From an optimization exercise on the open Yosys and OpenROAD flow, aimed at small area, a short achievable clock period and few clock cycles per item; shortcuts taken in it are not production practice. Function was checked by simulation only, so behaviour that the tests miss may differ from the original. No activity file was given, so power comes from the tool's default toggle rates.

==> design/flow/design.v <==
`timescale 1ns / 1ps
module receive_reorder_window (
	input  logic                  clk,
	input  logic                  arst_n,
	input  logic                  req_valid,
	output logic                  req_stall,
	input  logic [32:0]           req,
	output logic                  rsp_valid,
	input  logic                  rsp_stall,
	output logic [105:0]          rsp,
	input  logic                  cfg_valid,
	output logic                  cfg_ready,
	input  logic [6:0]            cfg_data
);
	localparam logic [2:0] ST_OK       = 3'd0;
	localparam logic [2:0] ST_OVERFLOW = 3'd1;
	localparam logic [2:0] ST_ALREADY  = 3'd2;
	localparam logic [2:0] ST_NO_DATA  = 3'd3;
	localparam logic [2:0] ST_MISMATCH = 3'd4;
	logic [15:0] pay_mem [64];
	logic [63:0] occ_q;       
	logic [63:0] hi_q;        
	logic [63:0] full_q;      
	logic [15:0] base_q;
	logic [6:0]  count_q;
	logic [6:0]  range_q;
	logic [32:0] q_ent [2];
	logic        q_wp, q_rp;
	logic [1:0]  q_cnt;
	logic        stall_q;
	logic        v1;
	logic        mode1;
	logic [15:0] d1;
	logic [5:0]  idx1;
	logic [15:0] pay1;
	logic        wb_v;
	logic [5:0]  wb_idx;
	logic [15:0] wb_data;
	logic        rsp_valid_q;
	logic [2:0]  status_q;
	logic [15:0] payout_q;
	logic acc, exe, mv;
	logic [32:0] head;
	assign acc       = req_valid && !stall_q;
	assign exe       = v1 && (!rsp_valid_q || !rsp_stall);
	assign mv        = !v1 || exe;
	assign head      = q_ent[q_rp];
	assign req_stall = stall_q;
	assign cfg_ready = 1'b1;
	logic        neg, over, g2, k_occ, k_hi, addok, popok, pop_full;
	logic [5:0]  p;
	logic [2:0]  status_w;
	assign p        = d1[5:0];
	assign g2       = d1[6];
	assign neg      = d1[15];
	assign over     = !neg && ((d1[14:7] != '0) || (d1[6:0] >= range_q));
	assign k_occ    = occ_q[p];
	assign k_hi     = hi_q[p];
	assign pop_full = full_q[0];
	assign popok    = mode1 && pop_full && occ_q[0] && !hi_q[0];
	always_comb begin
		addok = 1'b0;
		if (!mode1) begin
			if (over) begin
				status_w = ST_OVERFLOW;
			end else if (neg) begin
				status_w = ST_ALREADY;
			end else if (!g2) begin
				if (!k_occ) begin
					status_w = ST_OK;
					addok = 1'b1;
				end else if (!k_hi) begin
					status_w = ST_ALREADY;
				end else begin
					status_w = ST_OVERFLOW;
				end
			end else begin
				if (k_occ && !k_hi) begin
					status_w = ST_OK;
					addok = 1'b1;
				end else begin
					status_w = ST_ALREADY;
				end
			end
		end else begin
			if (!pop_full)  status_w = ST_NO_DATA;
			else if (popok) status_w = ST_OK;
			else            status_w = ST_MISMATCH;
		end
	end
	logic [63:0] wr;
	assign wr = {63'b0, addok} << p;
	logic [15:0] rdata;
	assign rdata = (wb_v && wb_idx == base_q[5:0]) ? wb_data : pay_mem[base_q[5:0]];
	always_ff @(posedge clk or negedge arst_n) begin
		if (!arst_n) begin
			occ_q       <= '0;
			hi_q        <= '0;
			full_q      <= '0;
			base_q      <= '0;
			count_q     <= '0;
			range_q     <= 7'd64;
			q_wp        <= 1'b0;
			q_rp        <= 1'b0;
			q_cnt       <= '0;
			stall_q     <= 1'b0;
			v1          <= 1'b0;
			wb_v        <= 1'b0;
			rsp_valid_q <= 1'b0;
		end else begin
			if (cfg_valid && cfg_ready) begin
				range_q <= cfg_data;
			end
			if (acc) begin
				q_wp <= !q_wp;
			end
			if (mv && q_cnt != 2'd0) begin
				q_rp <= !q_rp;
			end
			q_cnt   <= q_cnt + 2'(acc) - 2'(mv && q_cnt != 2'd0);
			stall_q <= (q_cnt + 2'(acc) - 2'(mv && q_cnt != 2'd0)) >= 2'd2;
			if (mv) begin
				v1 <= (q_cnt != 2'd0);
			end
			wb_v <= exe && addok;
			if (exe) begin
				if (popok) begin
					occ_q  <= {1'b0, occ_q[63:1]};
					hi_q   <= {1'b0, hi_q[63:1]};
					full_q <= {1'b0, full_q[63:1]};
					base_q <= base_q + 16'd1;
					if (count_q != 7'd0) count_q <= count_q - 7'd1;
				end else begin
					occ_q  <= occ_q | wr;
					hi_q   <= (hi_q & ~wr) | (wr & {64{g2}});
					full_q <= (full_q | wr) & ~{63'b0, mode1};
					if (addok && count_q != 7'd127) count_q <= count_q + 7'd1;
				end
			end
			if (exe) begin
				rsp_valid_q <= 1'b1;
			end else if (!rsp_stall) begin
				rsp_valid_q <= 1'b0;
			end
		end
	end
	always_ff @(posedge clk) begin
		if (acc) begin
			q_ent[q_wp] <= req;
		end
		if (mv) begin
			mode1 <= head[32];
			d1    <= (v1 && popok) ? (head[31:16] + ~base_q) : (head[31:16] - base_q);
			idx1  <= head[21:16];
			pay1  <= head[15:0];
		end
		wb_idx  <= idx1;
		wb_data <= pay1;
		if (wb_v) begin
			pay_mem[wb_idx] <= wb_data;
		end
		if (exe) begin
			status_q <= status_w;
			payout_q <= (mode1 && popok) ? rdata : 16'd0;
		end
	end
	logic [63:0] keep;
	always_comb begin
		for (int k = 0; k < 64; k++) begin
			keep[k] = (7'(k) < range_q);
		end
	end
	assign rsp_valid = rsp_valid_q;
	assign rsp       = {status_q, payout_q, occ_q & keep, base_q, count_q};
endmodule
==> design/flow/run.sh <==
#!/bin/bash
# synth_recipe.tcl (not shown) runs the flow's synth.tcl, then flattens the netlist and writes it again
# the make line also repeats each setting of config.mk as NAME=value (left out here)
make -C /OpenROAD-flow-scripts/flow DESIGN_CONFIG=/design/flow/config.mk WORK_HOME=/design/flow/orfs CLKGATE_MAP_FILE= SYNTH_SCRIPT=/design/flow/synth_recipe.tcl finish
==> design/flow/config.mk <==
export PLATFORM = sky130hd
export DESIGN_NAME = receive_reorder_window
export DESIGN_NICKNAME = receive_reorder_window
export VERILOG_FILES = /design/flow/design.v
export SDC_FILE = /design/flow/constraint.sdc
export NUM_CORES = 4
export LEC_CHECK = 0
export CAP_MARGIN = 20
export CORE_MARGIN = 2
export CORE_UTILIZATION = 40
export SLEW_MARGIN = 20
==> design/flow/constraint.sdc <==
create_clock -name core_clock -period 8.0 [get_ports {clk}]
set_input_delay 1.6000 -clock core_clock [delete_from_list [all_inputs] [get_ports {clk}]]
set_output_delay 1.6000 -clock core_clock [all_outputs]
set_load 0.01 [all_outputs]
==> results of run 1 <==
==> layout by cell type, fill, tap and decap left out, types with 9 or more instances in the layout <==
master / instances
ha_1: 31
a21boi_0: 17
nor3_1: 17
mux4_2: 347
clkbuf_1: 35
dfrtp_1: 222
mux2_2: 104
nor2_2: 9
clkbuf_16: 149
nand2_1: 100
o21a_1: 25
clkinv_2: 21
inv_1: 18
a22o_1: 66
xnor2_1: 39
o31ai_1: 55
a22oi_1: 14
nand2b_1: 10
nand3_1: 30
xor2_1: 20
buf_4: 108
clkdlybuf4s50_1: 151
nor2b_1: 18
mux2i_1: 43
clkinv_1: 24
dfxtp_2: 15
edfxtp_1: 1148
bufinv_16: 11
and3_1: 12
o31ai_2: 13
nor2_1: 120
and2_1: 18
a21oi_1: 44
nand4_1: 14
o21ai_0: 38
o22a_1: 125
==> power by group through the flow <==
stage / Combinational [uW] / Sequential (uW) / Clock (uW)
global placement: 6620 / 10200 / 0
detailed placement: 6670 / 10200 / 0
global route: 7060 / 10200 / 7140
finish: 6590 / 10100 / 6710
CTS: 6690 / 10100 / 6850
floorplan: 4150 / 9940 / 0
==> layout make-up <==
cell class | count | area [um^2]
Antenna cell | 1 | 2.50
Clock buffer | 191 | 3960
Clock inverter | 73 | 792
Fill cell | 11868 | 75700
Inverter | 24 | 90.1
Multi-Input combinational cell | 1420 | 15800
Sequential cell | 1399 | 40700
Tap cell | 1890 | 2360
Timing Repair Buffer | 263 | 2390
==> registers in the layout, summed over array words and instances (netlist names), 2 cells and up, named ones only <==
name      count
base_q       16
count_q       7
d1           16
full_q       64
idx1          6
occ_q        64
pay1         16
pay_mem    1024
payout_q     16
q_cnt         2
q_ent        66
range_q       7
status_q      3
wb_data      16
wb_idx        6
==> worst max-delay path: cells and delay by family, from the launching register on <==
kind / cells / cell delay (ns)
buffers and inverters: 2 / 1.03
flip-flops: 1 / 0.56
AND/OR/NAND/NOR: 2 / 0.77
AO/OA/AOI/OAI: 2 / 0.59
==> per-layer routing <==
layer,GRT usage (%),wire (um)
met5,0,20
met4,5.63,3440
met3,4.13,10600
met2,33.0,72400
met1,28.2,62200
==> worst min path at each step <==
stage          startpoint  cells past startpoint          to  slack (ns)
2_1_floorplan     pay1[0]                      0  wb_data[0]        0.32
3_3_place_gp      idx1[3]                      0   wb_idx[3]        0.32
3_5_place_dp      pay1[6]                      0  wb_data[6]        0.33
4_1_cts           pay1[6]                      0  wb_data[6]        0.34
5_1_grt           pay1[4]                      0  wb_data[4]        0.35
6_report          pay1[0]                      0  wb_data[0]        0.34
==> logic make-up (layout without fill, tap and decap cells) <==
| kind of cell | Yosys count | in the layout |
|---|---|---|
| other | 1 | 2 |
| adder cells (fa/ha/maj) | 33 | 33 |
| multiplexers | 498 | 498 |
| AND/OR/NAND/NOR | 389 | 389 |
| XOR/XNOR | 59 | 59 |
| flip-flops | 1399 | 1399 |
| buffers and inverters | 198 | 551 |
| AO/OA/AOI/OAI | 440 | 440 |
==> metrics by stage <==
stage               area (um^2)  std cells  setup slack, ns  total power [uW]
floorplan                 57100       3017             3.61             14100
global route              66100       5260             2.55             24300
finish                    66100       5261             2.68             23400
detailed placement        61300       4996             2.82             16900
global placement          61300       4996             2.90             16800
CTS                       66100       5260             2.64             23600
==> run summary, run 1 <==
* Status: finished clean
* Max VDD drop at 0.207 mV
* Top post-synthesis cells by count: 1148 x edfxtp_1, 347 x mux4_2, 228 x dfrtp_1
* Row count at 138
* Critical Path Sink: rsp[68]
* Post-detail-place hpwl at 89.7 mm
* Post-synthesis compound-gate area fraction at 5.98%
* Synth warn at 1
* Placeable Area at 0.142 mm^2
* Detailed Route Iter0 Violations at 2921
* Vias in the first global route at 30728
* Syn Area/Cell at 18.9 um^2
* First-pass DRT Iterations at 6
* Sw frac at 31.7%
* Adder-cell area share of the yosys netlist at 0.749%
* Clock slew at reported path FFs at 0.06 ns
* Syn Inst Count at 3017
* CTS Sinks at 1399
* Yosys top cell by area: edfxtp_1
* Final core occ at 46.6%
* Net count, final at 3333
* Post-Syn Area at 0.0571 mm^2
* PortBufs at 152
* Number of distinct library cells after synthesis at 66
* Final slew viol count at 0
* Vias at 30391
* Vias/cell at 5.78
* Total setup buffers inserted after CTS at 0
* Power per cell area at 354 mW/mm^2
* Simple-gate share of the synthesized area at 3.18%
* Flop and latch count out of synthesis at 1399
* Setup_tns at 0 ns
* Slowest-stage cell, CP: clkdlybuf4s50_1
* Clk Latency, worst-skew pair at 0.77 ns
* Top cells by area, synth: edfxtp_1 60%, mux4_2 14%, dfrtp_1 10%
* Initial antenna violation count at 3
* Die area at 0.146 mm^2
* Startpoint types: flip-flop
* DR DRC count at 0
* Share of layout cells above drive strength 1 at 25.1%
* Area growth from synthesis to layout at 15.7%
* Arrival @ worst endpoint at 3.72 ns
* DIE HEIGHT at 382 um
* CTS H-Tree Depth at 4
* Internal at 16000 uW
* Clk_skew at 0.0412 ns
* Required @ worst endpoint at 6.40 ns
* Starting Density at 40.3%
* Static Leak at 0.0220 uW
* Fin crit period at 5.32 ns
* Crit path cell chain: clkinv_1 > nor2_1 > nand2_1 > a21o_1 > a21boi_0 > clkdlybuf4s50_1
* Crit Path Category: reg2out
* Synth Area in XOR/XNOR at 0.904%
* Yosys top cell area share at 60.3%
* DIE WIDTH at 382 um
* GRT Residual Overflow at 0
* Crit. End Element: output pin
* Max Root-Sink Buffers at 3
* Clk pwr share at 28.7%
* Final setup fails at 0
* Count leader, synth: edfxtp_1
* Switching power total at 7420 uW
* Final Wtd Congestion at 0.857
* Max-slew headroom at 23.5%
* I/O pin count at 154
* CTS Hold Bufs at 0
* Worst r2r dst: count_q[4]
* Synth Flop Type: edfxtp_1
* Crit path largest cell delay at 0.61 ns
* CTS Buf Count at 147
* Tcrit/Tclk final at 66.5%
* Post-cts resize count at 0
* Async set-reset flop share out of synthesis at 16.4%
* Post-synth EDFFs at 1148
* Root buf cell: clkbuf_16
* Worst r2r path cells at 9
* GRT Total Usage at 20.4%
* Routed length per instance at 28.3 um
* Max cap viols at 0
* Worst slew pin tran at 1.15 ns
* Final wirelength at 149 mm
* Synth Net Count at 3095
* Sequential share of the synthesized area at 71.1%
* RSZ-0062 raised after global routing: no
* Fin. Hold Viols at 0
* Setup crit start: range_q[2]
* Largest family of logic cells by synthesized area: multiplexers
* Reg2Reg Launch Point: d1[0]
* Achievable Freq at 0.188 GHz
* Combinational share of power at 28.2%
* WHS at 0.340 ns
* Worst R2R Setup Slack at 3.06 ns
* Mux contribution to synthesized area at 16.6%
* TritonCTS clock tree: done
* Global-route wire length before repair at 217 mm
* Hold Path Class: reg2reg
* Largest net degree at the start of global routing at 104
* Sequential Power Share at 43.1%
* Antenna-violating nets left at 0
* Critical path fanouts, max at 12
Testbench counts, summed over its fixed seeds: cycles 13,693, items 12,000.
==> run 2: changes to the inputs <==
--- a/design/flow/config.mk
+++ b/design/flow/config.mk
@@ -7,2 +7,3 @@
 export LEC_CHECK = 0
+export ABC_CLOCK_PERIOD_IN_PS = 2500
 export CAP_MARGIN = 20
@@ -10,2 +11,3 @@
 export CORE_UTILIZATION = 40
+export SETUP_SLACK_MARGIN = 5
 export SLEW_MARGIN = 20
==> run 2 against run 1 <==
Net effect:
- synthesized area is the same
- worst setup slack better by 1.4 ns
- first-iteration DRC count up 21%
- largest power group unchanged
- largest cell class unchanged
- via count grew 8.9%
- register-to-register slack better by 1.2 ns
- critical endpoint is now rsp[36]
==> run summary, run 2 <==
* Status: finished clean (unchanged)
* Setup crit start: range_q[6] (was range_q[2])
* Static Leak at 0.0248 uW (was 0.0220 uW)
* Worst r2r path cells at 15 (was 9)
* Crit Path Category: reg2out (unchanged)
* Final setup fails at 0 (unchanged)
* Clk Latency, worst-skew pair at 0.79 ns (was 0.77 ns)
* Crit path largest cell delay at 0.68 ns (was 0.61 ns)
* CTS H-Tree Depth at 4 (unchanged)
* Clock slew at reported path FFs at 0.06 ns (about the same)
* Post-synth EDFFs at 1148 (unchanged)
* Power per cell area at 350 mW/mm^2 (was 354 mW/mm^2)
* Critical Path Sink: rsp[36] (was rsp[68])
* Max-slew headroom at 26.0% (was 23.5%)
* Net count, final at 3655 (was 3333)
* Final slew viol count at 0 (unchanged)
* GRT Residual Overflow at 0 (unchanged)
* CTS Buf Count at 147 (unchanged)
* Detailed Route Iter0 Violations at 3534 (was 2921)
* Max cap viols at 0 (unchanged)
* DR DRC count at 0 (unchanged)
* Root buf cell: clkbuf_16 (unchanged)
* Die area at 0.146 mm^2 (unchanged)
* Row count at 138 (unchanged)
* Top post-synthesis cells by count: 1148 x edfxtp_1, 347 x mux4_2, 228 x dfrtp_1 (unchanged)
* Worst slew pin tran at 1.11 ns (was 1.15 ns)
* Post-detail-place hpwl at 90.7 mm (was 89.7 mm)
* Slowest-stage cell, CP: dfstp_4 (was clkdlybuf4s50_1)
* Share of layout cells above drive strength 1 at 40.6% (was 25.1%)
* Achievable Freq at 0.257 GHz (was 0.188 GHz)
* Syn Inst Count at 3017 (unchanged)
* Fin crit period at 3.89 ns (was 5.32 ns)
* Fillers at 11267 (was 11868)
* Worst R2R Setup Slack at 4.28 ns (was 3.06 ns)
* Leading cell type in the layout, fill and taps excluded: edfxtp_1 (unchanged)
* Initial antenna violation count at 5 (was 3)
* GRT Total Usage at 23.1% (was 20.4%)
* Reg2Reg Launch Point: range_q[6] (was d1[0])
* First-pass DRT Iterations at 5 (was 6)
* Commonest cells after routing, fill and taps aside: 1148 x edfxtp_1, 347 x mux4_2, 239 x buf_4, 201 x dfrtp_1, 153 x clkbuf_16 (was 1148 x edfxtp_1, 347 x mux4_2, 222 x dfrtp_1, 151 x clkdlybuf4s50_1, 149 x clkbuf_16)
* Startpoint types: flip-flop (unchanged)
* Required @ worst endpoint at 6.40 ns (about the same)
* Sequential share of the synthesized area at 71.1% (unchanged)
* Arrival @ worst endpoint at 2.29 ns (was 3.72 ns)
* Antenna-violating nets left at 0 (unchanged)
* Max VDD drop at 0.233 mV (was 0.207 mV)
* Hold Path Class: reg2reg (unchanged)
* Tcrit/Tclk final at 48.7% (was 66.5%)
* Synth warn at 1 (unchanged)
* Vias at 33101 (was 30391)
* Fin. Hold Viols at 0 (unchanged)
* Routed length per instance at 30.6 um (was 28.3 um)
* Crit. End Element: output pin (unchanged)
* Final Wtd Congestion at 0.841 (was 0.857)
* Synth Flop Type: edfxtp_1 (unchanged)
* Flop and latch count out of synthesis at 1399 (unchanged)
* Top cells by area, synth: edfxtp_1 60%, mux4_2 14%, dfrtp_1 10% (unchanged)
* Post-Syn Area at 0.0571 mm^2 (unchanged)
* Setup_tns at 0 ns (unchanged)
* Number of distinct library cells after synthesis at 66 (unchanged)
* Reg with most FFs: pay_mem (unchanged)
* CTS Hold Bufs at 0 (unchanged)
* Placeable Area at 0.142 mm^2 (unchanged)
* Final wirelength at 171 mm (was 149 mm)
* Max reg flops at 1024 (unchanged)
* CP top delay family: flip-flops (was buffers and inverters)
* TritonCTS clock tree: done (unchanged)
* RSZ-0062 raised after global routing: yes (was no)
* Yosys top cell by area: edfxtp_1 (unchanged)
* I/O pin count at 154 (unchanged)
* Max Root-Sink Buffers at 3 (unchanged)
* Global-route wire length before repair at 242 mm (was 217 mm)
* Syn Area/Cell at 18.9 um^2 (unchanged)
* Clk_skew at 0.0316 ns (was 0.0412 ns)
* Area growth from synthesis to layout at 26.2% (was 15.7%)
* Levels on crit path at 7 (was 6)
* Async set-reset flop share out of synthesis at 16.4% (unchanged)
* Largest net degree at the start of global routing at 125 (was 104)
* Count leader, synth: edfxtp_1 (unchanged)
* Synth Net Count at 3095 (unchanged)
* Yosys top cell area share at 60.3% (unchanged)
* DIE HEIGHT at 382 um (unchanged)
* Crit path cell chain: buf_12 > inv_16 > nand2_8 > nor2_4 > buf_6 > a21boi_2 > buf_2 (was clkinv_1 > nor2_1 > nand2_1 > a21o_1 > a21boi_0 > clkdlybuf4s50_1)
* Vias/cell at 5.93 (was 5.78)
* PortBufs at 152 (unchanged)
* DIE WIDTH at 382 um (unchanged)
* CTS Sinks at 1399 (unchanged)
* Biggest regs: pay_mem (1024), q_ent (66) (unchanged)
* WHS at 0.339 ns (was 0.340 ns)
* Starting Density at 40.3% (unchanged)
* Vias in the first global route at 32908 (was 30728)
* Critical path fanouts, max at 7 (was 12)
* CP Buf/Inv Count at 4 (was 2)
## run 2: logic make-up after synthesis
family / synth area share, %
compound gates: 5.98
buf+inv: 1.48
flops: 71.1
other cells: 0.00656
mux: 16.6
simple gates: 3.18
fa+ha+maj: 0.749
xor+xnor: 0.904
## run 2: layout make-up
| type | count | area [um^2] | share of cell area, % |
|---|---|---|---|
| multi-input cells | 1423 | 17900 | 24.8 |
| well taps | 1890 | 2360 | 3.28 |
| clock inverters | 59 | 582 | 0.807 |
| repair inverters | 2 | 17.5 | 0.0243 |
| clock buffers | 201 | 4010 | 5.56 |
| inverters | 24 | 170 | 0.236 |
| repair buffers | 580 | 6380 | 8.85 |
| diodes | 1 | 2.50 | 0.00347 |
| flip-flops and latches | 1399 | 40700 | 56.4 |
## run 2: layer usage
| layer | global-route usage, % | routed length (um) | vias to the layer above |
|---|---|---|---|
| met5 | 0 | 8 | - |
| met4 | 7.68 | 5910 | 2 |
| met3 | 4.21 | 12900 | 328 |
| met2 | 36.8 | 81600 | 1443 |
| met1 | 32.2 | 70500 | 17779 |
| li1 | - | - | 13549 |
## run 2: worst min-delay path by stage
| stage | startpoint | endpoint | slack (ns) | cells after the start |
|---|---|---|---|---|
| floorplan | pay1[0] | wb_data[0] | 0.32 | 0 |
| global placement | pay1[15] | wb_data[15] | 0.32 | 0 |
| detailed placement | idx1[3] | wb_idx[3] | 0.33 | 0 |
| CTS | pay1[2] | wb_data[2] | 0.34 | 0 |
| global route | idx1[0] | wb_idx[0] | 0.35 | 0 |
| finish | pay1[2] | wb_data[2] | 0.34 | 0 |
## run 2: power by group
part           total [uW]  leakage [uW]  internal [uW]  switching [uW]
registers            9840        0.0134           9200             644
clock network        6550       0.00223           3700            2850
logic                8880       0.00917           4000            4880
total               25300        0.0248          16900            8380
## run 2: per-stage QoR
step           power (uW)  instances  area (um^2)  worst slack, ns  utilization (%)
3_3_place_gp        17000       4996        62600             3.14             44.1
2_1_floorplan       14300       3017        58600             4.46                -
5_1_grt             26200       5578        72100             4.04             50.9
6_report            25300       5579        72100             4.11             50.9
4_1_cts             25000       5505        71000             4.12             50.1
3_5_place_dp        17100       4996        62600             3.05             44.1
## run 2: repair_timing
action                     4_1_cts  5_1_grt
gates resized for setup        818      123
pin swaps                      204      100
gates cloned                    45        5
setup endpoints to repair      350      330
buffers inserted               204       67
==> run 3: changes to the inputs <==
--- a/design/flow/design.v
+++ b/design/flow/design.v
@@ -26,2 +26,3 @@
 	logic [6:0]  range_q;
+	logic [63:0] keep_q;      
 	logic [32:0] q_ent [2];
@@ -32,4 +33,7 @@
 	logic        mode1;
-	logic [15:0] d1;
-	logic [5:0]  idx1;
+	logic        over1;       
+	logic        neg1;        
+	logic        g2_1;        
+	logic [5:0]  p1;          
+	logic        kocc1, khi1;
 	logic [15:0] pay1;
@@ -49,11 +53,4 @@
 	assign cfg_ready = 1'b1;
-	logic        neg, over, g2, k_occ, k_hi, addok, popok, pop_full;
-	logic [5:0]  p;
+	logic        addok, popok, pop_full;
 	logic [2:0]  status_w;
-	assign p        = d1[5:0];
-	assign g2       = d1[6];
-	assign neg      = d1[15];
-	assign over     = !neg && ((d1[14:7] != '0) || (d1[6:0] >= range_q));
-	assign k_occ    = occ_q[p];
-	assign k_hi     = hi_q[p];
 	assign pop_full = full_q[0];
@@ -63,11 +60,11 @@
 		if (!mode1) begin
-			if (over) begin
+			if (over1) begin
 				status_w = ST_OVERFLOW;
-			end else if (neg) begin
+			end else if (neg1) begin
 				status_w = ST_ALREADY;
-			end else if (!g2) begin
-				if (!k_occ) begin
+			end else if (!g2_1) begin
+				if (!kocc1) begin
 					status_w = ST_OK;
 					addok = 1'b1;
-				end else if (!k_hi) begin
+				end else if (!khi1) begin
 					status_w = ST_ALREADY;
@@ -77,3 +74,3 @@
 			end else begin
-				if (k_occ && !k_hi) begin
+				if (kocc1 && !khi1) begin
 					status_w = ST_OK;
@@ -91,5 +88,46 @@
 	logic [63:0] wr;
-	assign wr = {63'b0, addok} << p;
-	logic [15:0] rdata;
-	assign rdata = (wb_v && wb_idx == base_q[5:0]) ? wb_data : pay_mem[base_q[5:0]];
+	assign wr = {63'b0, addok} << p1;
+	logic [15:0] hs, d0, d1;
+	logic        sel1, over0, over1n, neg0, neg1n;
+	logic        kocc_n, khi_n;
+	logic [5:0]  q;
+	assign hs     = head[31:16];
+	assign d0     = hs - base_q;
+	assign d1     = hs + ~base_q;
+	assign sel1   = v1 && popok;
+	assign neg0   = d0[15];
+	assign neg1n  = d1[15];
+	assign over0  = !d0[15] && ((d0[14:7] != '0) || (d0[6:0] >= range_q));
+	assign over1n = !d1[15] && ((d1[14:7] != '0) || (d1[6:0] >= range_q));
+	assign q      = d0[5:0];
+	always_comb begin
+		if (sel1 && q == 6'd0) begin
+			kocc_n = 1'b0;
+			khi_n  = 1'b0;
+		end else if (v1 && addok && q == p1) begin
+			kocc_n = 1'b1;
+			khi_n  = g2_1;
+		end else begin
+			kocc_n = occ_q[q];
+			khi_n  = hi_q[q];
+		end
+	end
+	logic [15:0] rdata, mdata;
+	logic [63:0] rsel;
+	always_comb begin
+		rsel  = 64'd1 << base_q[5:0];
+		mdata = '0;
+		for (int i = 0; i < 64; i++) begin
+			mdata = mdata | (pay_mem[i] & {16{rsel[i]}});
+		end
+	end
+	assign rdata = (wb_v && wb_idx == base_q[5:0]) ? wb_data : mdata;
+	logic [6:0]  range_n;
+	logic [63:0] keep_n;
+	assign range_n = cfg_valid ? cfg_data : range_q;
+	always_comb begin
+		for (int k = 0; k < 64; k++) begin
+			keep_n[k] = (7'(k) < range_n);
+		end
+	end
 	always_ff @(posedge clk or negedge arst_n) begin
@@ -102,2 +140,3 @@
 			range_q     <= 7'd64;
+			keep_q      <= '1;
 			q_wp        <= 1'b0;
@@ -110,5 +149,4 @@
 		end else begin
-			if (cfg_valid && cfg_ready) begin
-				range_q <= cfg_data;
-			end
+			range_q <= range_n;
+			keep_q  <= keep_n;
 			if (acc) begin
@@ -134,3 +172,3 @@
 					occ_q  <= occ_q | wr;
-					hi_q   <= (hi_q & ~wr) | (wr & {64{g2}});
+					hi_q   <= (hi_q & ~wr) | (wr & {64{g2_1}});
 					full_q <= (full_q | wr) & ~{63'b0, mode1};
@@ -152,7 +190,11 @@
 			mode1 <= head[32];
-			d1    <= (v1 && popok) ? (head[31:16] + ~base_q) : (head[31:16] - base_q);
-			idx1  <= head[21:16];
+			over1 <= sel1 ? over1n : over0;
+			neg1  <= sel1 ? neg1n : neg0;
+			g2_1  <= sel1 ? d1[6] : d0[6];
+			p1    <= sel1 ? d1[5:0] : d0[5:0];
+			kocc1 <= kocc_n;
+			khi1  <= khi_n;
 			pay1  <= head[15:0];
 		end
-		wb_idx  <= idx1;
+		wb_idx  <= base_q[5:0] + p1;
 		wb_data <= pay1;
@@ -166,10 +208,4 @@
 	end
-	logic [63:0] keep;
-	always_comb begin
-		for (int k = 0; k < 64; k++) begin
-			keep[k] = (7'(k) < range_q);
-		end
-	end
 	assign rsp_valid = rsp_valid_q;
-	assign rsp       = {status_q, payout_q, occ_q & keep, base_q, count_q};
+	assign rsp       = {status_q, payout_q, occ_q & keep_q, base_q, count_q};
 endmodule
--- a/design/flow/config.mk
+++ b/design/flow/config.mk
@@ -7,7 +7,6 @@
 export LEC_CHECK = 0
-export ABC_CLOCK_PERIOD_IN_PS = 2500
 export CAP_MARGIN = 20
 export CORE_MARGIN = 2
-export CORE_UTILIZATION = 40
-export SETUP_SLACK_MARGIN = 5
+export CORE_UTILIZATION = 60
+export SETUP_SLACK_MARGIN = 4.8
 export SLEW_MARGIN = 20
==> run 3 against run 2 <==
Net effect:
- still clean on timing, DRC and antenna
- via count is 14% higher
- combinational power is 39% lower
- total power is 12% lower
- largest cell class unchanged
- highest routed layer unchanged
==> run summary, run 3 <==
* Number of distinct library cells after synthesis at 73 (was 66)
* Arrival @ worst endpoint at 4.30 ns (was 2.29 ns)
* CTS Buf Count at 144 (was 147)
* Clock slew at reported path FFs at 0.07 ns (was 0.06 ns)
* PortBufs at 152 (unchanged)
* Global-route wire length before repair at 263 mm (was 242 mm)
* Status: finished clean (unchanged)
* Synth Net Count at 3738 (was 3095)
* Row count at 112 (was 138)
* Largest net degree at the start of global routing at 160 (was 125)
* Design Area, Final at 0.0662 mm^2 (was 0.0721 mm^2)
* DIE HEIGHT at 311 um (was 382 um)
* CTS H-Tree Depth at 4 (unchanged)
* GRT Residual Overflow at 0 (unchanged)
* Vias in the first global route at 36025 (was 32908)
* Max-slew headroom at 17.4% (was 26.0%)
* Max VDD drop at 0.282 mV (was 0.233 mV)
* Commonest cells after routing, fill and taps aside: 1137 x edfxtp_1, 371 x a22oi_1, 245 x nor2_1, 215 x dfrtp_1, 197 x a21oi_1 (was 1148 x edfxtp_1, 347 x mux4_2, 239 x buf_4, 201 x dfrtp_1, 153 x clkbuf_16)
* Critical path fanouts, max at 6 (was 7)
* Biggest regs: pay_mem (1024), q_ent (66) (unchanged)
* Post-detail-place hpwl at 110 mm (was 90.7 mm)
* Max reg flops at 1024 (unchanged)
* Static Leak at 0.0226 uW (was 0.0248 uW)
* Crit Path Category: reg2reg (was reg2out)
* Sequential share of the synthesized area at 74.2% (was 71.1%)
* Starting Density at 60.6% (was 40.3%)
* Post-Syn Area at 0.0566 mm^2 (was 0.0571 mm^2)
* CTS Hold Bufs at 0 (unchanged)
* CTS Sinks at 1451 (was 1399)
* Syn Inst Count at 3641 (was 3017)
* Yosys top cell area share at 60.4% (was 60.3%)
* Worst slew pin tran at 1.24 ns (was 1.11 ns)
* Post-synth EDFFs at 1137 (was 1148)
* Leading cell type in the layout, fill and taps excluded: edfxtp_1 (unchanged)
* I/O pin count at 154 (unchanged)
* Final wirelength at 190 mm (was 171 mm)
* First-pass DRT Iterations at 6 (was 5)
* Setup_tns at 0 ns (unchanged)
* Startpoint types: flip-flop (unchanged)
* Count leader, synth: edfxtp_1 (unchanged)
* Achievable Freq at 0.263 GHz (was 0.257 GHz)
* Flop and latch count out of synthesis at 1451 (was 1399)
* Synth Flop Type: edfxtp_1 (unchanged)
* Fin. Hold Viols at 0 (unchanged)
* Initial antenna violation count at 7 (was 5)
* Root buf cell: clkbuf_16 (unchanged)
* Antenna-violating nets left at 0 (unchanged)
* Hold Path Class: reg2reg (unchanged)
* Yosys top cell by area: edfxtp_1 (unchanged)
* Tcrit/Tclk final at 47.5% (was 48.7%)
* Placeable Area at 0.0933 mm^2 (was 0.142 mm^2)
* Synth warn at 1 (unchanged)
* Detailed Route Iter0 Violations at 6303 (was 3534)
* Fin crit period at 3.80 ns (was 3.89 ns)
* Final slew viol count at 0 (unchanged)
* Required @ worst endpoint at 8.50 ns (was 6.40 ns)
* Async set-reset flop share out of synthesis at 20.1% (was 16.4%)
* DIE WIDTH at 311 um (was 382 um)
* RSZ-0062 raised after global routing: yes (unchanged)
* Top post-synthesis cells by count: 1137 x edfxtp_1, 371 x a22oi_1, 311 x nor2_1 (was 1148 x edfxtp_1, 347 x mux4_2, 228 x dfrtp_1)
* Max Root-Sink Buffers at 3 (unchanged)
* Power per cell area at 336 mW/mm^2 (was 350 mW/mm^2)
* Net count, final at 4073 (was 3655)
* Final setup fails at 0 (unchanged)
* DR DRC count at 0 (unchanged)
* Routed length per instance at 35.5 um (was 30.6 um)
* Reg with most FFs: pay_mem (unchanged)
* Share of layout cells above drive strength 1 at 20.6% (was 40.6%)
* Placed Area at 0.0604 mm^2 (was 0.0626 mm^2)
* Area growth from synthesis to layout at 17.0% (was 26.2%)
* Vias/cell at 7.06 (was 5.93)
* TritonCTS clock tree: done (unchanged)
* Final Wtd Congestion at 0.947 (was 0.841)
* Vias at 37756 (was 33101)
* Clk_skew at 0.0346 ns (was 0.0316 ns)
* Clk Latency, worst-skew pair at 0.77 ns (was 0.79 ns)
* Die area at 0.0967 mm^2 (was 0.146 mm^2)
* Crit. End Element: flip-flop (was output pin)
* Syn Area/Cell at 15.5 um^2 (was 18.9 um^2)
* GRT Total Usage at 38.7% (was 23.1%)
* Top cells by area, synth: edfxtp_1 60%, dfrtp_1 10%, a22oi_1 4.9% (was edfxtp_1 60%, mux4_2 14%, dfrtp_1 10%)
* Max cap viols at 0 (unchanged)
-- run 3: power breakdown --
| group | switching (uW) | total, uW | leakage [uW] | internal, uW |
|---|---|---|---|---|
| registers | 707 | 10300 | 0.0139 | 9630 |
| logic | 3200 | 5390 | 0.00653 | 2190 |
| clock network | 2830 | 6510 | 0.00217 | 3680 |
-- run 3: stage by stage --
step	total power, uW	utilization (%)	cells	setup WS, ns	hold slack (ns)
4_1_cts	21800	69.9	5292	4.28	0.342
2_1_floorplan	13200	-	3641	4.45	0.323
6_report	22200	70.9	5345	4.20	0.337
5_1_grt	22900	70.9	5343	3.96	0.350
3_3_place_gp	15000	64.7	5009	3.19	0.325
3_5_place_dp	15200	64.7	5010	3.01	0.328
-- run 3: area by class of cell --
cell class | instances | area (um^2)
diodes | 2 | 5.00
clock buffers | 198 | 3940
clock inverters | 61 | 556
fillers | 6131 | 27100
inverters | 56 | 226
multi-input cells | 1963 | 14800
flip-flops and latches | 1451 | 42000
well taps | 1254 | 1570
repair buffers | 360 | 3040
-- run 3: cells by family after synthesis --
group | after synthesis | synth area share, %
adders and majority gates | 52 | 1.20
and+or+nand+nor | 730 | 6.30
DFF | 1451 | 74.2
AOI/OAI and AO/OA | 1023 | 13.2
muxes | 91 | 2.51
other | 1 | 0.00663
buffers and inverters | 229 | 1.61
xor gates and xnor gates | 64 | 1.00
-- run 3: worst max-delay path, stage by stage, from the launching register on --
cell     delay (ns)
dfrtp_2        0.48
mux2i_2        0.30
ha_2           0.25
inv_2          0.04
fa_2           0.38
a31o_4         0.25
xor2_1         0.14
buf_6          0.13
ha_2           0.16
a21o_1         0.17
a221o_1        0.34
nor4_2         0.27
nand4_1        0.18
nor4_4         0.33
o32ai_2        0.11
-- run 3: layer usage --
layer / vias up / global-route usage, % / wire length [um]
met5: - / 0 / 41
met4: 6 / 19.9 / 11600
met3: 568 / 9.77 / 24700
met2: 2953 / 60.6 / 87800
met1: 19050 / 50.8 / 65400
li1: 15179 / - / -
-- run 3: worst paths after layout --
kind,startpoint,end,slack (ns),cells past startpoint
max in group asynchronous,arst_n,base_q[4],5.49,3
min in group asynchronous,arst_n,full_q[46],0.72,1
worst max register to register,q_rp,over1,4.20,14
worst min-delay path,pay1[0],wb_data[0],0.34,0
worst max-delay path,q_rp,over1,4.20,14
worst min register to register,pay1[0],wb_data[0],0.34,0
-- run 3: timing repair --
| action | 4_1_cts | 5_1_grt |
|---|---|---|
| pin swaps | 11 | 33 |
| gates resized for setup | 445 | 87 |
| endpoints found under the hold margin | 0 | 0 |
| setup buffers | 22 | 46 |
| endpoints found under the setup margin | 274 | 96 |
| gates cloned | 1 | 4 |
Testbench counts of run 3, summed over its fixed seeds: cycles 13,693, items 12,000.
==> run 4: changes to the inputs <==
--- a/design/flow/config.mk
+++ b/design/flow/config.mk
@@ -7,6 +7,7 @@
 export LEC_CHECK = 0
+export ABC_CLOCK_PERIOD_IN_PS = 2500
 export CAP_MARGIN = 20
 export CORE_MARGIN = 2
-export CORE_UTILIZATION = 60
-export SETUP_SLACK_MARGIN = 4.8
+export CORE_UTILIZATION = 40
+export SETUP_SLACK_MARGIN = 5
 export SLEW_MARGIN = 20
==> run 4 against run 3 <==
Net effect:
- flip-flop and latch count is the same
- largest power group unchanged
- cell area up 4.3%
- clock skew shrank 0.0055 ns
- via count hardly changed
==> run summary, run 4 <==
* Status: finished clean (unchanged)
* GRT Total Usage at 26.8% (was 38.7%)
* Yosys top cell area share at 60.4% (unchanged)
* DIE HEIGHT at 380 um (was 311 um)
* Clock slew at reported path FFs at 0.06 ns (was 0.07 ns)
* Die area at 0.144 mm^2 (was 0.0967 mm^2)
* Sequential share of the synthesized area at 74.2% (unchanged)
* CTS H-Tree Depth at 4 (unchanged)
* Antenna-violating nets left at 0 (unchanged)
* Combinational share of power at 26.1% (was 24.2%)
* Power per cell area at 337 mW/mm^2 (was 336 mW/mm^2)
* Hold-critical path depth at 0 (unchanged)
* Hold Path Class: reg2reg (unchanged)
* Internal at 16100 uW (was 15500 uW)
* Reg2Reg Launch Point: q_rp (unchanged)
* Met2 GRT Util at 41.4% (was 60.6%)
* Global-route wire length before repair at 275 mm (was 263 mm)
* DIE WIDTH at 380 um (was 311 um)
* Post-detail-place hpwl at 114 mm (was 110 mm)
* CTS Buf Count at 145 (was 144)
* Final slew viol count at 0 (unchanged)
* Setup_tns at 0 ns (unchanged)
* Tcrit/Tclk final at 46.2% (was 47.5%)
* Max-slew headroom at 20.2% (was 17.4%)
* GRT Residual Overflow at 0 (unchanged)
* Leading cell type in the layout, fill and taps excluded: edfxtp_1 (unchanged)
* Root buf cell: clkbuf_16 (unchanged)
* DR DRC count at 0 (unchanged)
* Fillers at 11759 (was 6131)
* Final wirelength at 200 mm (was 190 mm)
* TritonCTS clock tree: done (unchanged)
* CTS Hold Bufs at 0 (unchanged)
* Crit. End Element: flip-flop (unchanged)
* Hold_sp: pay1[1] (was pay1[0])
* Sw frac at 30.9% (was 30.3%)
* Max reg flops at 1024 (unchanged)
* Startpoint types: flip-flop (unchanged)
* I/O pin count at 154 (unchanged)
* Required @ worst endpoint at 8.51 ns (was 8.50 ns)
* Top cells by area, synth: edfxtp_1 60%, dfrtp_1 10%, a22oi_1 4.9% (unchanged)
* Final setup fails at 0 (unchanged)
* Biggest regs: pay_mem (1024), q_ent (66) (unchanged)
* PortBufs at 152 (unchanged)
* CTS Sinks at 1451 (unchanged)
* Max VDD drop at 0.219 mV (was 0.282 mV)
* Routed length per instance at 33.3 um (was 35.5 um)
* Number of distinct library cells after synthesis at 73 (unchanged)
* Crit path largest cell delay at 0.47 ns (was 0.48 ns)
* Synth Net Count at 3738 (unchanged)
* Critical path fanouts, max at 6 (unchanged)
* Worst Hold Endpoint: wb_data[1] (was wb_data[0])
* Inserted Diodes at 0 (was 2)
* Worst r2r dst: over1 (unchanged)
* Static Leak at 0.0234 uW (was 0.0226 uW)
* Area growth from synthesis to layout at 22.0% (was 17.0%)
* Vias at 37741 (was 37756)
* Achievable Freq at 0.271 GHz (was 0.263 GHz)
* Slowest-stage cell, CP: dfrtp_2 (unchanged)
* Top post-synthesis cells by count: 1137 x edfxtp_1, 371 x a22oi_1, 311 x nor2_1 (unchanged)
* Clk Latency, worst-skew pair at 0.79 ns (was 0.77 ns)
* Fin. Hold Viols at 0 (unchanged)
* GR Layer Usage met3 at 6.55% (was 9.77%)
* Crit Path Category: reg2reg (unchanged)
* Register Area at 0.0420 mm^2 (about the same)
* Max Root-Sink Buffers at 3 (unchanged)
* Syn Inst Count at 3641 (unchanged)
* RSZ-0062 raised after global routing: yes (unchanged)
* Starting Density at 40.4% (was 60.6%)
* Max cap viols at 0 (unchanged)
* Post-Syn Area at 0.0566 mm^2 (unchanged)
* Final Wtd Congestion at 0.894 (was 0.947)
* Yosys top cell by area: edfxtp_1 (unchanged)
* Worst R2R Setup Slack at 4.31 ns (was 4.20 ns)
* Crit path cell chain: buf_12 > buf_6 > mux2_4 > ha_4 > and3_4 > a221oi_4 > xnor2_2 > ha_1 > a21o_1 > a221oi_2 > and4_1 > nand4_1 > nor4_2 > o32ai_2 (was mux2i_2 > ha_2 > inv_2 > fa_2 > a31o_4 > xor2_1 > buf_6 > ha_2 > a21o_1 > a221o_1 > nor4_2 > nand4_1 > nor4_4 > o32ai_2)
* Flop and latch count out of synthesis at 1451 (unchanged)
* Placeable Area at 0.140 mm^2 (was 0.0933 mm^2)
* Share of layout cells above drive strength 1 at 26.9% (was 20.6%)
* Row count at 137 (was 112)
* Initial antenna violation count at 1 (was 7)
* Syn Area/Cell at 15.5 um^2 (unchanged)
* Top Usage Layer GRT: met2 (unchanged)
* WHS at 0.340 ns (was 0.337 ns)
* Vias/cell at 6.28 (was 7.06)
* Multi-input logic area at 0.0158 mm^2 (was 0.0148 mm^2)
* Synth Flop Type: edfxtp_1 (unchanged)
* Reg with most FFs: pay_mem (unchanged)
* First-pass DRT Iterations at 6 (unchanged)
* Fin crit period at 3.69 ns (was 3.80 ns)
* Vias in the first global route at 35624 (was 36025)
* Worst r2r path cells at 14 (unchanged)
* Met1 GRT Util at 36.3% (was 50.8%)
* Async set-reset flop share out of synthesis at 20.1% (unchanged)
* Count leader, synth: edfxtp_1 (unchanged)
* Sequential Power Share at 44.6% (was 46.5%)
* Post-synth EDFFs at 1137 (unchanged)
* Switching power total at 7180 uW (was 6740 uW)
* Clk_skew at 0.0291 ns (was 0.0346 ns)
* Net count, final at 4111 (was 4073)
* Commonest cells after routing, fill and taps aside: 1137 x edfxtp_1, 364 x a22oi_1, 222 x nor2_1, 200 x dfrtp_1, 188 x a21oi_1 (was 1137 x edfxtp_1, 371 x a22oi_1, 245 x nor2_1, 215 x dfrtp_1, 197 x a21oi_1)
* Clk pwr share at 29.3% (about the same)
* Detailed Route Iter0 Violations at 5884 (was 6303)
* Synth warn at 1 (unchanged)
* Largest net degree at the start of global routing at 110 (was 160)
* Worst slew pin tran at 1.19 ns (was 1.24 ns)
* Arrival @ worst endpoint at 4.20 ns (was 4.30 ns)
## run 4: cell counts after synthesis
Identical to the previous run, type by type.
## run 4: layout make-up
cell class	instances	area share, %
clock buffers	178	5.66
clock inverters	86	1.15
inverters	56	0.339
multi-input cells	1962	22.9
flip-flops and latches	1451	60.9
well taps	1876	3.40
repair buffers	397	5.63
repair inverters	1	0.0127
## run 4: power groups by stage
stage | logic [uW] | clock network, uW | registers, uW
floorplan | 2760 | 0 | 10400
global placement | 4740 | 0 | 10500
detailed placement | 4820 | 0 | 10500
CTS | 5680 | 6850 | 10300
global route | 6400 | 7140 | 10500
finish | 6070 | 6830 | 10400
## run 4: cells by family (layout without fill, tap and decap cells)
family	after synthesis	in the layout	synth area share [%]
flip-flops	1451	1451	74.2
AO/OA/AOI/OAI	1023	1023	13.2
AND/OR/NAND/NOR	730	731	6.30
buffers and inverters	229	718	1.61
multiplexers	91	91	2.51
XOR/XNOR	64	64	1.00
adder cells (fa/ha/maj)	52	52	1.20
other	1	1	0.00663
## run 4: how the worst max path moves through the flow
| stage | startpoint | endpoint | slack, ns | cells after the start |
|---|---|---|---|---|
| 2_1_floorplan | q_rp | over1 | 4.45 | 16 |
| 3_3_place_gp | cfg_valid | keep_q[0] | 3.45 | 9 |
| 3_5_place_dp | cfg_valid | keep_q[4] | 3.34 | 9 |
| 4_1_cts | q_rp | khi1 | 4.42 | 11 |
| 5_1_grt | q_rp | over1 | 4.14 | 16 |
| 6_report | q_rp | over1 | 4.31 | 14 |
## run 4: worst max-delay path: cells and delay by family (launching register included)
kind | cells | cell delay [ns]
xor gates and xnor gates | 1 | 0.18
buffers and inverters | 2 | 0.27
AOI/OAI and AO/OA | 4 | 0.81
and+or+nand+nor | 4 | 0.83
muxes | 1 | 0.30
DFF | 1 | 0.47
adders and majority gates | 2 | 0.56
## run 4: repair_timing
item                                    CTS  global route
endpoints found under the setup margin  394           237
setup buffers                            64            50
resized for setup                       802           182
pin swaps                                56            86
cloned                                    4             4
## run 4: through the flow
stage	util (%)	total power (uW)	area [um^2]	instances	setup WS, ns
2_1_floorplan	-	13200	56700	3641	4.45
3_3_place_gp	43.7	15200	61200	5618	3.45
3_5_place_dp	43.8	15300	61200	5619	3.34
4_1_cts	48.3	22900	67600	5951	4.42
5_1_grt	49.3	24000	69000	6007	4.14
6_report	49.3	23300	69000	6007	4.31
## run 4: metal layers
layer	vias up	share of wire [%]
met2	2674	46
met1	19338	38
li1	15275	-
met3	454	12
met5	-	0
met4	0	4.2
==> run 5: changes to the inputs <==
--- a/design/flow/design.v
+++ b/design/flow/design.v
@@ -27,6 +27,4 @@
 	logic [63:0] keep_q;      
-	logic [32:0] q_ent [2];
-	logic        q_wp, q_rp;
-	logic [1:0]  q_cnt;
-	logic        stall_q;
+	logic [32:0] sk;
+	logic        vs;
 	logic        v1;
@@ -47,7 +45,7 @@
 	logic [32:0] head;
-	assign acc       = req_valid && !stall_q;
+	assign acc       = req_valid && !vs;
 	assign exe       = v1 && (!rsp_valid_q || !rsp_stall);
 	assign mv        = !v1 || exe;
-	assign head      = q_ent[q_rp];
-	assign req_stall = stall_q;
+	assign head      = vs ? sk : req;
+	assign req_stall = vs;
 	assign cfg_ready = 1'b1;
@@ -141,6 +139,3 @@
 			keep_q      <= '1;
-			q_wp        <= 1'b0;
-			q_rp        <= 1'b0;
-			q_cnt       <= '0;
-			stall_q     <= 1'b0;
+			vs          <= 1'b0;
 			v1          <= 1'b0;
@@ -151,12 +146,7 @@
 			keep_q  <= keep_n;
-			if (acc) begin
-				q_wp <= !q_wp;
-			end
-			if (mv && q_cnt != 2'd0) begin
-				q_rp <= !q_rp;
-			end
-			q_cnt   <= q_cnt + 2'(acc) - 2'(mv && q_cnt != 2'd0);
-			stall_q <= (q_cnt + 2'(acc) - 2'(mv && q_cnt != 2'd0)) >= 2'd2;
 			if (mv) begin
-				v1 <= (q_cnt != 2'd0);
+				v1 <= vs || acc;
+				vs <= 1'b0;
+			end else if (acc) begin
+				vs <= 1'b1;
 			end
@@ -185,4 +175,4 @@
 	always_ff @(posedge clk) begin
-		if (acc) begin
-			q_ent[q_wp] <= req;
+		if (acc && !mv) begin
+			sk <= req;
 		end
==> run 5 against run 4 <==
Net effect:
- utilization increased by 2.2 points
- highest routed layer is now met5
- critical path type is now in2reg
- synthesized area is essentially flat
- synthesized cell count up 4.8%
==> run summary, run 5 <==
* Status: finished clean (unchanged)
* CTS Buf Count at 146 (was 145)
* Count leader, synth: edfxtp_1 (unchanged)
* Max-slew headroom at 18.7% (was 20.2%)
* Worst r2r dst: over1 (unchanged)
* Clk Latency, worst-skew pair at 0.80 ns (was 0.79 ns)
* Hold Path Class: reg2reg (unchanged)
* Synth Flop Type: edfxtp_1 (unchanged)
* Number of distinct library cells after synthesis at 94 (was 73)
* Setup crit start: req[20] (was q_rp)
* Starting Density at 40.4% (about the same)
* Reg2Reg Launch Point: base_q[4] (was q_rp)
* Arrival @ worst endpoint at 4.22 ns (was 4.20 ns)
* Final setup fails at 0 (unchanged)
* Synth Net Count at 3910 (was 3738)
* DIE HEIGHT at 380 um (about the same)
* Design Area, Final at 0.0720 mm^2 (was 0.0690 mm^2)
* Placeable Area at 0.140 mm^2 (unchanged)
* Final wirelength at 211 mm (was 200 mm)
* Initial antenna violation count at 4 (was 1)
* Sequential share of the synthesized area at 72.3% (was 74.2%)
* Levels on crit path at 14 (unchanged)
* Share of layout cells above drive strength 1 at 32.7% (was 26.9%)
* DIE WIDTH at 380 um (about the same)
* Final slew viol count at 0 (unchanged)
* Max Root-Sink Buffers at 3 (unchanged)
* Worst slew pin tran at 1.22 ns (was 1.19 ns)
* Yosys top cell area share at 58.6% (was 60.4%)
* Max VDD drop at 0.212 mV (was 0.219 mV)
* Flop and latch count out of synthesis at 1415 (was 1451)
* RSZ-0062 raised after global routing: yes (unchanged)
* Top cells by area, synth: edfxtp_1 59%, dfrtp_1 10%, a22oi_1 5.6% (was edfxtp_1 60%, dfrtp_1 10%, a22oi_1 4.9%)
* Net count, final at 4519 (was 4111)
* Worst r2r path cells at 14 (unchanged)
* TritonCTS clock tree: done (unchanged)
* Setup_tns at 0 ns (unchanged)
* Cells after DPL at 5772 (was 5619)
* CTS Sinks at 1415 (was 1451)
* Leading cell type in the layout, fill and taps excluded: edfxtp_1 (unchanged)
* Slowest-stage cell, CP: ha_4 (was dfrtp_2)
* WHS at 0.335 ns (was 0.340 ns)
* I/O pin count at 154 (unchanged)
* Cell Count, Final, Fillers Out at 6422 (was 6007)
* Tcrit/Tclk final at 46.1% (was 46.2%)
* Die area at 0.144 mm^2 (about the same)
* CTS Hold Bufs at 0 (unchanged)
* Vias in the first global route at 37402 (was 35624)
* Startpoint types: input pin (was flip-flop)
* Antenna-violating nets left at 0 (unchanged)
* Clock slew at reported path FFs at 0.06 ns (about the same)
* DR DRC count at 0 (unchanged)
* Met1 GRT Util at 39.0% (was 36.3%)
* Max reg flops at 1024 (unchanged)
* Row count at 137 (unchanged)
* Area growth from synthesis to layout at 27.4% (was 22.0%)
* Biggest regs: pay_mem (1024), full_q (64), occ_q (64) (was pay_mem (1024), q_ent (66))
* Fin. Hold Viols at 0 (unchanged)
* Clk_skew at 0.0495 ns (was 0.0291 ns)
* Post-detail-place hpwl at 118 mm (was 114 mm)
* Static Leak at 0.0257 uW (was 0.0234 uW)
* CP top delay family: simple AND/OR/NAND/NOR gates (unchanged)
* Post-synth EDFFs at 1104 (was 1137)
* Crit. End Element: flip-flop (unchanged)
* Achievable Freq at 0.271 GHz (about the same)
* CP Buf/Inv Count at 2 (unchanged)
* Critical path fanouts, max at 6 (unchanged)
* GRT Total Usage at 28.1% (was 26.8%)
* Crit Path Category: in2reg (was reg2reg)
* Crit path largest cell delay at 0.35 ns (was 0.47 ns)
* Root buf cell: clkbuf_16 (unchanged)
* Required @ worst endpoint at 8.53 ns (was 8.51 ns)
* PortBufs at 152 (unchanged)
* Total Power Consumption at 16500 uW (was 23300 uW)
* Routed length per instance at 32.8 um (was 33.3 um)
* Fin crit period at 3.69 ns (about the same)
* Commonest cells after routing, fill and taps aside: 1104 x edfxtp_1, 370 x a22oi_1, 341 x buf_4, 254 x nand2_1, 180 x dfrtp_1 (was 1137 x edfxtp_1, 364 x a22oi_1, 222 x nor2_1, 200 x dfrtp_1, 188 x a21oi_1)
* Detailed Route Iter0 Violations at 6602 (was 5884)
* Top Usage Layer GRT: met2 (unchanged)
* Top post-synthesis cells by count: 1104 x edfxtp_1, 423 x a22oi_1, 271 x nand2_1 (was 1137 x edfxtp_1, 371 x a22oi_1, 311 x nor2_1)
* Syn Area/Cell at 14.8 um^2 (was 15.5 um^2)
* Synth warn at 1 (unchanged)
* Critical Path Sink: over1 (unchanged)
* Post-Syn Area at 0.0565 mm^2 (was 0.0566 mm^2)
* Vias at 40204 (was 37741)
* Worst R2R Setup Slack at 4.50 ns (was 4.31 ns)
* Yosys top cell by area: edfxtp_1 (unchanged)
* Final Wtd Congestion at 0.900 (was 0.894)
* Largest net degree at the start of global routing at 165 (was 110)
* Syn Inst Count at 3815 (was 3641)
* GRT Residual Overflow at 0 (unchanged)
* CTS H-Tree Depth at 4 (unchanged)
* GR Layer Usage met3 at 7.87% (was 6.55%)
* Max cap viols at 0 (unchanged)
* Crit-path most repeated cell: nand3_1
* Placed Area at 0.0611 mm^2 (was 0.0612 mm^2)
* Global-route wire length before repair at 288 mm (was 275 mm)
* First-pass DRT Iterations at 8 (was 6)
* Met2 GRT Util at 42.1% (was 41.4%)
* Async set-reset flop share out of synthesis at 20.4% (was 20.1%)
* Vias/cell at 6.26 (was 6.28)
* Reg with most FFs: pay_mem (unchanged)
* Power per cell area at 229 mW/mm^2 (was 337 mW/mm^2)
* Crit path cell chain: buf_2 > mux2_4 > ha_4 > nand3_4 > buf_12 > o221ai_4 > xor2_2 > ha_1 > nand3_1 > a21oi_1 > o31ai_1 > nand3_1 > nor4_2 > o22ai_1 (was buf_12 > buf_6 > mux2_4 > ha_4 > and3_4 > a221oi_4 > xnor2_2 > ha_1 > a21o_1 > a221oi_2 > and4_1 > nand4_1 > nor4_2 > o32ai_2)
==> run 5: changes by cell type in the layout (fill, tap and decap cells not counted), sizes merged, moves of 40 or more <==
cell	change
nand2	+188
a22oi	+52
a221oi	-68
a22o	-47
a21oi	-46
o22a	-40
nor2	-40
buf	+246
o21ai	+50
==> run 5: where the power goes <==
| part | leakage, uW | switching, uW | internal [uW] |
|---|---|---|---|
| logic | 0.00954 | 813 | 467 |
| clock network | 0.00231 | 2970 | 3820 |
| registers | 0.0138 | 157 | 8250 |
| total | 0.0257 | 3940 | 12500 |
==> run 5: cells by family (layout without fill, tap and decap cells) <==
| kind of cell | count (synthesis) | after routing | synth area share (%) |
|---|---|---|---|
| buffers and inverters | 254 | 976 | 2.00 |
| AND/OR/NAND/NOR | 949 | 956 | 8.21 |
| adder cells (fa/ha/maj) | 50 | 50 | 1.16 |
| flip-flops | 1415 | 1415 | 72.3 |
| other | 1 | 3 | 0.00663 |
| XOR/XNOR | 51 | 51 | 0.863 |
| multiplexers | 114 | 114 | 2.96 |
| AO/OA/AOI/OAI | 981 | 981 | 12.5 |
==> run 5: what timing repair did <==
item | 4_1_cts | 5_1_grt
cloned | 11 | 11
setup buffers | 272 | 86
pin swaps | 160 | 118
resized for setup | 975 | 221
endpoints found under the hold margin | 0 | 0
setup endpoints to repair | 384 | 235
==> run 5: final cells by class <==
type	instances	area, um^2
repair buffers	645	6460
clock inverters	78	798
clock buffers	190	3950
diodes	2	5.00
well taps	1876	2350
flip-flops and latches	1415	41000
multi-input cells	2153	17200
fillers	11491	67800
repair inverters	1	8.76
inverters	62	278
==> run 5: per-layer routing <==
layer	vias up	routed length (um)
met5	-	13
met4	2	8710
met3	490	29200
met2	2997	93100
met1	20470	79900
li1	16245	-
==> run 5: metrics by stage <==
stage / setup WS [ns] / utilization [%]
after floorplan: 3.59 / -
after global placement: 2.38 / 43.7
after detailed placement: 2.34 / 43.7
after CTS: 4.27 / 50.2
after global routing: 4.20 / 51.5
final: 4.31 / 51.5
==> run 5: worst min path at each step <==
stage,depth (start not counted),slack (ns),from,to
2_1_floorplan,0,0.32,pay1[0],wb_data[0]
3_3_place_gp,0,0.32,pay1[7],wb_data[7]
3_5_place_dp,0,0.33,pay1[11],wb_data[11]
4_1_cts,0,0.34,pay1[4],wb_data[4]
5_1_grt,0,0.34,pay1[4],wb_data[4]
6_report,0,0.34,pay1[4],wb_data[4]
Testbench counts of run 5, summed over its fixed seeds: cycles 13,683, items 12,000.
==> run 6: changes to the inputs <==
--- a/design/flow/design.v
+++ b/design/flow/design.v
@@ -26,3 +26,6 @@
 	logic [6:0]  range_q;
+	logic [15:0] lim_q;       
 	logic [63:0] keep_q;      
+	logic [32:0] hd;
+	logic        vh;
 	logic [32:0] sk;
@@ -43,4 +46,3 @@
 	logic [15:0] payout_q;
-	logic acc, exe, mv;
-	logic [32:0] head;
+	logic acc, exe, mv, hld;
 	assign acc       = req_valid && !vs;
@@ -48,3 +50,3 @@
 	assign mv        = !v1 || exe;
-	assign head      = vs ? sk : req;
+	assign hld       = vh && !mv;    
 	assign req_stall = vs;
@@ -87,3 +89,3 @@
 	assign wr = {63'b0, addok} << p1;
-	logic [15:0] hs, d0, d1;
+	logic [15:0] hs, d0, d1, e0, e1;
 	logic        sel1, over0, over1n, neg0, neg1n;
@@ -91,5 +93,7 @@
 	logic [5:0]  q;
-	assign hs     = head[31:16];
+	assign hs     = hd[31:16];
 	assign d0     = hs - base_q;
 	assign d1     = hs + ~base_q;
+	assign e0     = hs - lim_q;
+	assign e1     = hs + ~lim_q;
 	assign sel1   = v1 && popok;
@@ -97,4 +101,4 @@
 	assign neg1n  = d1[15];
-	assign over0  = !d0[15] && ((d0[14:7] != '0) || (d0[6:0] >= range_q));
-	assign over1n = !d1[15] && ((d1[14:7] != '0) || (d1[6:0] >= range_q));
+	assign over0  = !d0[15] && !e0[15];
+	assign over1n = !d1[15] && !e1[15];
 	assign q      = d0[5:0];
@@ -123,4 +127,6 @@
 	logic [6:0]  range_n;
+	logic [15:0] base_n;
 	logic [63:0] keep_n;
 	assign range_n = cfg_valid ? cfg_data : range_q;
+	assign base_n  = (exe && popok) ? base_q + 16'd1 : base_q;
 	always_comb begin
@@ -138,3 +144,5 @@
 			range_q     <= 7'd64;
+			lim_q       <= 16'd64;
 			keep_q      <= '1;
+			vh          <= 1'b0;
 			vs          <= 1'b0;
@@ -145,5 +153,9 @@
 			range_q <= range_n;
+			lim_q   <= base_n + {9'd0, range_n};
 			keep_q  <= keep_n;
 			if (mv) begin
-				v1 <= vs || acc;
+				v1 <= vh;
+			end
+			if (!hld) begin
+				vh <= vs || acc;
 				vs <= 1'b0;
@@ -158,3 +170,3 @@
 					full_q <= {1'b0, full_q[63:1]};
-					base_q <= base_q + 16'd1;
+					base_q <= base_n;
 					if (count_q != 7'd0) count_q <= count_q - 7'd1;
@@ -175,7 +187,10 @@
 	always_ff @(posedge clk) begin
-		if (acc && !mv) begin
+		if (acc && hld) begin
 			sk <= req;
 		end
+		if (!hld) begin
+			hd <= vs ? sk : req;
+		end
 		if (mv) begin
-			mode1 <= head[32];
+			mode1 <= hd[32];
 			over1 <= sel1 ? over1n : over0;
@@ -186,3 +201,3 @@
 			khi1  <= khi_n;
-			pay1  <= head[15:0];
+			pay1  <= hd[15:0];
 		end
--- a/design/flow/config.mk
+++ b/design/flow/config.mk
@@ -7,7 +7,6 @@
 export LEC_CHECK = 0
-export ABC_CLOCK_PERIOD_IN_PS = 2500
 export CAP_MARGIN = 20
 export CORE_MARGIN = 2
-export CORE_UTILIZATION = 40
-export SETUP_SLACK_MARGIN = 5
+export CORE_UTILIZATION = 60
+export SETUP_SLACK_MARGIN = 4.8
 export SLEW_MARGIN = 20
==> run 6 against run 5 <==
Net effect:
- via count is 0.26% higher
- synthesized area is 2.2% higher
- clock power is 4.9% higher
- total power is 6.0% higher
- still clean
- first-iteration DRC count is 10% higher
- clock skew is 0.018 ns lower
- largest cell class unchanged
- global-route usage is 13 points higher
- non-clock buffer count is 186 lower
==> run summary, run 6 <==
* Synth Flop Type: edfxtp_1 (unchanged)
* CTS H-Tree Depth at 4 (unchanged)
* Fillers at 6071 (was 11491)
* PortBufs at 152 (unchanged)
* Final Wtd Congestion at 0.936 (was 0.900)
* Clk Latency, worst-skew pair at 0.78 ns (was 0.80 ns)
* Total Power Consumption at 17500 uW (was 16500 uW)
* DR DRC count at 0 (unchanged)
* Area growth from synthesis to layout at 20.3% (was 27.4%)
* Reg with most FFs: pay_mem (unchanged)
* Final slew viol count at 0 (unchanged)
* Row count at 113 (was 137)
* Global-route wire length before repair at 283 mm (was 288 mm)
* Synth warn at 1 (unchanged)
* Fin crit period at 3.47 ns (was 3.69 ns)
* Placeable Area at 0.0953 mm^2 (was 0.140 mm^2)
* Critical path fanouts, max at 13 (was 6)
* Async set-reset flop share out of synthesis at 20.9% (was 20.4%)
* Worst slew pin tran at 1.23 ns (was 1.22 ns)
* CTS Buf Count at 148 (was 146)
* Required @ worst endpoint at 8.53 ns (about the same)
* First-pass DRT Iterations at 9 (was 8)
* Hold Path Class: reg2reg (unchanged)
* Max VDD drop at 0.205 mV (was 0.212 mV)
* WHS at 0.340 ns (was 0.335 ns)
* Detailed Route Iter0 Violations at 7291 (was 6602)
* GRT Residual Overflow at 0 (unchanged)
* Fin. Hold Viols at 0 (unchanged)
* Final setup fails at 0 (unchanged)
* Starting Density at 60.7% (was 40.4%)
* Power per cell area at 251 mW/mm^2 (was 229 mW/mm^2)
* CTS Sinks at 1465 (was 1415)
* Achievable Freq at 0.288 GHz (was 0.271 GHz)
* Reg2Reg Launch Point: base_q[0] (was base_q[4])
* Crit Path Category: reg2reg (was in2reg)
* Status: finished clean (unchanged)
* Largest family of logic cells by synthesized area: compound AO/OA/AOI/OAI gates (unchanged)
* Root buf cell: clkbuf_16 (unchanged)
* Post-synth EDFFs at 1137 (was 1104)
* Worst r2r path cells at 12 (was 14)
* Initial antenna violation count at 6 (was 4)
* Yosys top cell by area: edfxtp_1 (unchanged)
* Simple-gate share of the synthesized area at 6.76% (was 8.21%)
* Syn Area/Cell at 15.1 um^2 (was 14.8 um^2)
* Flop and latch count out of synthesis at 1465 (was 1415)
* Worst Hold Endpoint: wb_data[5] (was wb_data[4])
* Commonest cells after routing, fill and taps aside: 1137 x edfxtp_1, 409 x a22oi_1, 263 x nor2_1, 235 x buf_4, 226 x dfrtp_1 (was 1104 x edfxtp_1, 370 x a22oi_1, 341 x buf_4, 254 x nand2_1, 180 x dfrtp_1)
* Crit path cell chain: buf_4 > buf_4 > ha_1 > inv_1 > fa_2 > buf_12 > mux4_2 > mux2i_4 > mux2i_1 > mux2i_2 > mux2i_1 > mux2_2 (was buf_2 > mux2_4 > ha_4 > nand3_4 > buf_12 > o221ai_4 > xor2_2 > ha_1 > nand3_1 > a21oi_1 > o31ai_1 > nand3_1 > nor4_2 > o22ai_1)
* Vias at 40308 (was 40204)
* Antenna-violating nets left at 0 (unchanged)
* Worst R2R Setup Slack at 4.53 ns (was 4.50 ns)
* Die area at 0.0988 mm^2 (was 0.144 mm^2)
* Share of layout cells above drive strength 1 at 23.5% (was 32.7%)
* Tcrit/Tclk final at 43.4% (was 46.1%)
* Max-slew headroom at 18.0% (was 18.7%)
* Worst r2r dst: khi1 (was over1)
* Number of distinct library cells after synthesis at 76 (was 94)
* DIE HEIGHT at 314 um (was 380 um)
* Static Leak at 0.0246 uW (was 0.0257 uW)
* TritonCTS clock tree: done (unchanged)
* Cells after DPL at 5210 (was 5772)
* I/O pin count at 154 (unchanged)
* Top post-synthesis cells by count: 1137 x edfxtp_1, 415 x a22oi_1, 329 x nor2_1 (was 1104 x edfxtp_1, 423 x a22oi_1, 271 x nand2_1)
* Syn Inst Count at 3830 (was 3815)
* Mux contribution to synthesized area at 3.44% (was 2.96%)
* Vias in the first global route at 38084 (was 37402)
* Clock slew at reported path FFs at 0.07 ns (was 0.06 ns)
* Post-synthesis compound-gate area fraction at 12.6% (was 12.5%)
* Setup_tns at 0 ns (unchanged)
* Slowest-stage cell, CP: fa_2 (was ha_4)
* CTS Hold Bufs at 0 (unchanged)
==> run 6: cell count changes in the layout (fill, tap and decap cells not counted), sizes merged, moves of 16 or more <==
cell         delta
o22a           +40
o21ai          -46
mux2i          +36
a21oi          +69
dlygate4sd2    +36
buf           -229
nand2         -128
edfxtp         +33
nor2           +52
nor3           -18
dfrtp          +16
clkinv         -21
a22o           -32
==> run 6: through the flow <==
stage	instance area [um^2]	utilization, %	setup WS [ns]
after floorplan	57900	-	3.19
after global placement	61700	64.8	2.62
after detailed placement	61800	64.8	2.59
after CTS	68100	71.5	4.64
after global routing	69500	72.9	4.46
final	69500	72.9	4.53
==> run 6: worst max-delay path by stage <==
stage          cells past startpoint        to  slack [ns]        start
2_1_floorplan                      2     sk[0]        3.19    rsp_stall
3_3_place_gp                      14  lim_q[9]        2.62    rsp_stall
3_5_place_dp                      14  lim_q[9]        2.59    rsp_stall
4_1_cts                           11  lim_q[9]        4.64  cfg_data[4]
5_1_grt                           16  lim_q[9]        4.46    rsp_stall
6_report                          12      khi1        4.53    base_q[0]
==> run 6: where the power goes <==
group	switching, uW	total [uW]	internal [uW]
logic	938	1420	486
clock network	2940	7120	4180
registers	239	8920	8680
==> run 6: per-layer routing <==
layer | wire length, um | share of wire [%] | global-route usage, % | up-vias
li1 | - | - | - | 15984
met1 | 71900 | 35 | 56.1 | 19955
met2 | 88400 | 43 | 58.6 | 3625
met3 | 34100 | 17 | 17.1 | 738
met4 | 12000 | 5.8 | 19.1 | 6
met5 | 117 | 0.057 | 0 | -
==> run 6: final cells by class <==
| cell class | count | area, um^2 | share of cell area [%] |
|---|---|---|---|
| tap | 1265 | 1580 | 2.28 |
| clock inverter | 70 | 846 | 1.22 |
| multi-input combinational | 2114 | 16200 | 23.2 |
| antenna | 10 | 25.0 | 0.0360 |
| clock buffer | 202 | 4130 | 5.93 |
| sequential | 1465 | 42400 | 60.9 |
| timing repair buffer | 459 | 4150 | 5.97 |
| inverter | 62 | 258 | 0.371 |
==> run 6: worst max-delay path: cells and delay by family (launching register included) <==
kind	cells	cell delay [ns]
muxes	6	1.53
DFF	1	0.37
adders and majority gates	2	0.80
buffers and inverters	4	0.51
==> run 6: cell families after synthesis <==
group	after synthesis
adders and majority gates	58
buffers and inverters	252
AOI/OAI and AO/OA	1022
xor gates and xnor gates	67
muxes	147
other	1
DFF	1465
and+or+nand+nor	818
==> run 6: what timing repair did <==
action / CTS / global route
buffers inserted: 83 / 61
setup endpoints to repair: 354 / 185
pin swaps: 42 / 58
gates resized for setup: 515 / 154
gates cloned: 7 / 3
Testbench counts of run 6, summed over its fixed seeds: cycles 13,693, items 12,000.

[what the ideal ports hide]
The results above use ideal ports. As a check the final layouts listed here were re-extracted and re-timed, cells and wires unchanged.
Step 1 assumes that a clkbuf_16 drives the clock port and a buf_2 every other input.
Step 2, shift: input delay + t, output delay - t, t = (earliest + latest rising clock arrival at the registers) / 2. This alone moves slack from input paths to output paths.
a / b / c = ideal / step 1 / step 2; a / b = the first two.
| run | t, ns | slack for setup (ns) |
|---|---|---|
| run 1 | 0.820 | 2.682 / 2.611 / 2.774 |
| run 2 | 0.841 | 4.106 / 4.035 / 3.737 |
| run 3 | 0.821 | 4.197 / 4.197 / 4.095 |
| run 4 | 0.859 | 4.308 / 4.308 / 4.217 |
| run 5 | 0.847 | 4.309 / 4.350 / 3.503 |
| run 6 | 0.839 | 4.525 / 4.525 / 3.773 |
After both steps setup and hold are still met in every run listed.
